What follows belongs to an exercise in optimizing a design on an open flow for small area; a production flow would make more cautious choices. Function was checked by simulation only, so behaviour that the tests miss may differ from the original. No activity file was given, so power comes from the tool's default toggle rates.

==> run D <==
==> flow/design.v <==
module assoc_metadata #(
   parameter int NUM_SETS       = 16,
   parameter int SET_SIZE       = 4,
   parameter int NUM_WAYS       = 4,
   parameter int TAG_SIZE       = 28,
   parameter int READ_ONLY      = 0,
   parameter int PERF_CNT_WIDTH = 32,
   localparam int WAY_BITS      = $clog2(NUM_WAYS)
) (
   input  logic                clk,
   input  logic                reset,
   input  logic [SET_SIZE-1:0] set,
   input  logic [TAG_SIZE-1:0] tag,
   input  logic                lookup,
   input  logic                clear_selected_valid_bit,
   input  logic                finish_new_line_install,
   input  logic                set_selected_dirty_bit,
   input  logic                clear_selected_dirty_bit,
   input  logic                invalidate_all_req,
   output logic                valid_block_match,
   output logic [WAY_BITS-1:0] hit_way,
   output logic [WAY_BITS-1:0] victim_way,
   output logic [TAG_SIZE-1:0] victim_tag,
   output logic                victim_valid_dirty,
   output logic                invalidate_busy
);
   logic                busy_q;
   logic [SET_SIZE-1:0] cnt_q;
   logic                phase_q;
   logic [TAG_SIZE-1:0] tag_q   [NUM_SETS][NUM_WAYS];    
   logic [NUM_WAYS-1:0] valid_q [NUM_SETS];
   logic [NUM_WAYS-1:0] dirty_q [NUM_SETS];
   logic [2:0]          plru_q  [NUM_SETS];
   logic [NUM_SETS-1:0] sel;
   logic [TAG_SIZE-1:0] col;                             
   logic [TAG_SIZE-1:0] way_q [NUM_WAYS];                 
   logic [TAG_SIZE-1:0] way_qn [NUM_WAYS];
   logic [NUM_WAYS-1:0] valid_set, dirty_set, match;
   logic [2:0]          plru_set;
   logic [WAY_BITS-1:0] hw, inv_way, plru_way, vw, touch_way;
   logic                busy, hit, all_valid, install, touch, dirty_op, dirty_val;
   logic [NUM_WAYS-1:0] vw_oh, hw_oh;
   assign busy = busy_q;
   assign col  = tag ^ {TAG_SIZE{phase_q}};
   always_comb
      for (int s = 0; s < NUM_SETS; s++) sel[s] = set == SET_SIZE'(s);
   for (genvar w = 0; w < NUM_WAYS; w++) begin : g_rd
      logic [NUM_SETS*TAG_SIZE-1:0] words;
      for (genvar s = 0; s < NUM_SETS; s++) begin : g_s
         assign words[s*TAG_SIZE +: TAG_SIZE] = tag_q[s][w];
      end
      assoc_metadata_read_way #(.W(TAG_SIZE), .N(NUM_SETS)) u_rd (
         .words(words), .sel_n(~sel), .q_n(way_qn[w]));
      assign way_q[w] = ~way_qn[w];
   end
   assign valid_set = valid_q[set];
   assign dirty_set = dirty_q[set];
   assign plru_set  = plru_q[set];
   always_comb
      for (int w = 0; w < NUM_WAYS; w++)
         match[w] = valid_set[w] && (way_q[w] == col);
   assign hit = !busy && |match;
   assign hw  = match[0] ? 2'd0 : match[1] ? 2'd1 : match[2] ? 2'd2 : 2'd3;
   assign hit_way           = hit ? hw : 2'd0;
   assign valid_block_match = hit;
   assign all_valid = &valid_set;
   assign inv_way   = !valid_set[0] ? 2'd0 : !valid_set[1] ? 2'd1 : !valid_set[2] ? 2'd2 : 2'd3;
   assign plru_way  = {plru_set[0], plru_set[0] ? plru_set[2] : plru_set[1]};
   assign vw        = all_valid ? plru_way : inv_way;
   assign victim_way = vw;
   assign victim_tag         = way_q[plru_way] ^ {TAG_SIZE{phase_q}};
   assign victim_valid_dirty = READ_ONLY == 0 && all_valid && dirty_set[plru_way];
   assign invalidate_busy    = busy;
   assign install   = !busy && !clear_selected_valid_bit && finish_new_line_install;
   assign touch     = install || (lookup && hit);
   assign touch_way = install ? vw : hw;
   assign dirty_op  = !clear_selected_valid_bit && !finish_new_line_install && hit &&
                      (clear_selected_dirty_bit || set_selected_dirty_bit);
   assign dirty_val = !clear_selected_dirty_bit && READ_ONLY == 0;
   always_comb
      for (int w = 0; w < NUM_WAYS; w++) begin
         vw_oh[w] = vw == WAY_BITS'(w);
         hw_oh[w] = hw == WAY_BITS'(w);
      end
   always_ff @(posedge clk or posedge reset)
      if (reset) phase_q <= 1'b0;
      else       phase_q <= !phase_q;
   for (genvar s = 0; s < NUM_SETS; s++) begin : g_set
      for (genvar w = 0; w < NUM_WAYS; w++) begin : g_way
         logic we, keep_n, load_n;
         assign we     = install && sel[s] && vw_oh[w];
         assign load_n = !we;
         assign keep_n = we || !valid_q[s][w];
         logic [TAG_SIZE-1:0] tag_d;
         assoc_metadata_tag_row #(.W(TAG_SIZE)) u_row (
            .q(tag_q[s][w]), .col(col), .keep_n(keep_n), .load_n(load_n), .d(tag_d));
         always_ff @(posedge clk)
            tag_q[s][w] <= tag_d;
         always_ff @(posedge clk or posedge reset)
            if (reset)
               valid_q[s][w] <= 1'b0;
            else if (busy)
               valid_q[s][w] <= 1'b0;
            else if (sel[s] && clear_selected_valid_bit && hit && hw_oh[w])
               valid_q[s][w] <= 1'b0;
            else if (we)
               valid_q[s][w] <= 1'b1;
         always_ff @(posedge clk)
            if (we)
               dirty_q[s][w] <= 1'b0;
            else if (sel[s] && dirty_op && hw_oh[w])
               dirty_q[s][w] <= dirty_val;
      end
      always_ff @(posedge clk)
         if (sel[s] && touch) begin
            plru_q[s][0] <= !touch_way[1];
            if (!touch_way[1]) plru_q[s][1] <= !touch_way[0];
            else               plru_q[s][2] <= !touch_way[0];
         end
   end
   always_ff @(posedge clk or posedge reset)
      if (reset) begin
         busy_q <= 1'b0;
         cnt_q  <= '0;
      end else if (busy) begin
         cnt_q <= cnt_q + 1'b1;
         if (cnt_q == SET_SIZE'(NUM_SETS - 1)) busy_q <= 1'b0;
      end else if (invalidate_all_req) begin
         busy_q <= 1'b1;
      end
endmodule
module assoc_metadata_tag_row #(
   parameter int W = 28
) (
   input  logic [W-1:0] q,
   input  logic [W-1:0] col,
   input  logic         keep_n,
   input  logic         load_n,
   output logic [W-1:0] d
);
   for (genvar b = 0; b < W; b++) begin : g_b
      assoc_metadata_oai22 u_bit (.a1(q[b]), .a2(keep_n), .b1(col[b]), .b2(load_n), .y(d[b]));
   end
endmodule
module assoc_metadata_read_way #(
   parameter int W = 28,
   parameter int N = 16
) (
   input  logic [N*W-1:0] words,
   input  logic [N-1:0]   sel_n,
   output logic [W-1:0]   q_n
);
   for (genvar b = 0; b < W; b++) begin : g_b
      logic [N-1:0] col;
      for (genvar s = 0; s < N; s++) begin : g_s
         assign col[s] = words[s*W + b];
      end
      assoc_metadata_read_bit #(.N(N)) u_bit (.d(col), .sel_n(sel_n), .q_n(q_n[b]));
   end
endmodule
module assoc_metadata_read_bit #(
   parameter int N = 16
) (
   input  logic [N-1:0] d,
   input  logic [N-1:0] sel_n,
   output logic         q_n
);
   logic [N/2-1:0] pair_n;    
   for (genvar p = 0; p < N / 2; p++) begin : g_p
      assoc_metadata_oai22 u_pair (
         .a1(sel_n[2*p]), .a2(d[2*p]), .b1(sel_n[2*p+1]), .b2(d[2*p+1]), .y(pair_n[p]));
   end
   assoc_metadata_or_tree #(.N(N / 2)) u_or (.a(pair_n), .y(q_n));
endmodule
module assoc_metadata_or_tree #(
   parameter int N = 8
) (
   input  logic [N-1:0] a,
   output logic         y
);
   assign y = |a;
endmodule
module assoc_metadata_oai22 (
   input  logic a1,
   input  logic a2,
   input  logic b1,
   input  logic b2,
   output logic y
);
   assign y = ~((a1 | a2) & (b1 | b2));
endmodule
==> flow/run.sh <==
#!/bin/bash
# synth_recipe.tcl (not shown) runs the flow's synth.tcl, then flattens the netlist and writes it again
# the make line also repeats each setting of config.mk as NAME=value (left out here)
make -C /OpenROAD-flow-scripts/flow DESIGN_CONFIG=/design/flow/config.mk WORK_HOME=/design/flow/orfs CLKGATE_MAP_FILE= SYNTH_SCRIPT=/design/flow/synth_recipe.tcl finish
==> flow/config.mk <==
export PLATFORM = sky130hd
export DESIGN_NAME = assoc_metadata
export DESIGN_NICKNAME = assoc_metadata
export VERILOG_FILES = /design/flow/design.v
export SDC_FILE = /design/flow/constraint.sdc
export NUM_CORES = 4
export LEC_CHECK = 0
export CAP_MARGIN = 20
export CORE_MARGIN = 2
export CORE_UTILIZATION = 60
export PLACE_DENSITY = 0.65
export SLEW_MARGIN = 20
export SYNTH_HIERARCHICAL = 1
export SYNTH_MINIMUM_KEEP_SIZE = 0
==> flow/constraint.sdc <==
create_clock -name core_clock -period 12.0 [get_ports {clk}]
set_input_delay 2.4000 -clock core_clock [delete_from_list [all_inputs] [get_ports {clk}]]
set_output_delay 2.4000 -clock core_clock [all_outputs]
set_load 0.01 [all_outputs]
==> run A: changes against run D <==
--- a/flow/design.v
+++ b/flow/design.v
@@ -55,5 +55,13 @@
    end
-   assign valid_set = valid_q[set];
-   assign dirty_set = dirty_q[set];
-   assign plru_set  = plru_q[set];
+   logic [10:0] meta_set_n;
+   for (genvar i = 0; i < 11; i++) begin : g_meta
+      logic [NUM_SETS-1:0] col_bits;
+      for (genvar s = 0; s < NUM_SETS; s++) begin : g_s
+         assign col_bits[s] = i < 4 ? valid_q[s][i % 4] : i < 8 ? dirty_q[s][i % 4] : plru_q[s][i - 8];
+      end
+      assoc_metadata_read_bit #(.N(NUM_SETS)) u_bit (.d(col_bits), .sel_n(~sel), .q_n(meta_set_n[i]));
+   end
+   assign valid_set = ~meta_set_n[3:0];
+   assign dirty_set = ~meta_set_n[7:4];
+   assign plru_set  = ~meta_set_n[10:8];
    always_comb
- CORE_UTILIZATION: 60 -> 40
- CTS_CLUSTER_DIAMETER: unset -> 90
- CTS_CLUSTER_SIZE: unset -> 26
- PLACE_DENSITY: 0.65 -> 0.45
==> flow_summary.rst <==
.. list-table::
   :header-rows: 1

   * - Metric
     - Value
   * - Simple-gate share of the synthesized area
     - 0.06998
   * - Worst R2R End
     - tag_q[35][24]$_DFF_P_
   * - GR Util met2
     - 0.6901
   * - Distinct cell type count of the synthesized netlist
     - 98
   * - Antenna fix cells
     - 6
   * - Hpwl dp
     - between 150000 and 200000 um
   * - Setup slack after placement
     - 1147 ps
   * - Outcome
     - complete, no violations
   * - Maximum number of pins on one net before global-route repair
     - between 60 and 70
   * - Comb. pwr
     - ~1300 uW
   * - Cell Int Power
     - roughly 10000 uW
(the above is from run D)
==> flow_summary.rst <==
.. list-table::
   :header-rows: 1

   * - Metric
     - Value
   * - Cell Int Power
     - between 8000 and 9000 uW
   * - Outcome
     - complete, no violations
   * - Simple-gate share of the synthesized area
     - 0.06754
   * - GR Util met2
     - 0.5448
   * - Maximum number of pins on one net before global-route repair
     - 73
   * - Comb. pwr
     - ~1400 uW
   * - Setup slack after placement
     - ~1100 ps
   * - Distinct cell type count of the synthesized netlist
     - 70
   * - Hpwl dp
     - 194200 um
   * - Antenna fix cells
     - 5
   * - Most frequent cells in the layout
     - o22ai_1, dfxtp_1, buf_4
(the above is from run A)

## separate check: timing with driven ports
Ports are ideal in the flow. The routed layouts listed here were re-timed in OpenROAD. Step 1 (the two cells are an assumption about what drives the block):
set clk [get_ports {clk}]
set_driving_cell -lib_cell sky130_fd_sc_hd__clkbuf_16 $clk
set_driving_cell -lib_cell sky130_fd_sc_hd__buf_2 [delete_from_list [all_inputs] $clk]
Step 2 times the ports against the registers' clock, not the clock port: input delays grow and output delays shrink by t, the midpoint of the rising clock arrivals with the driver on. Three values: ideal ports, drivers, drivers and shift; two values: the first two.
run | shift t [ns] | setup slack, ns | clock arrival spread, ns
run D | 0.887 | 0.756 / 0.610 / 0.610 | 0.049 / 0.049
run A | 0.841 | 0.654 / 0.561 / 0.561 | 0.056 / 0.057
After both steps setup and hold are still met in every run listed. The setup slack of run D, which loses most, moves by -0.146 ns with the drivers and by -0.146 ns with both steps.
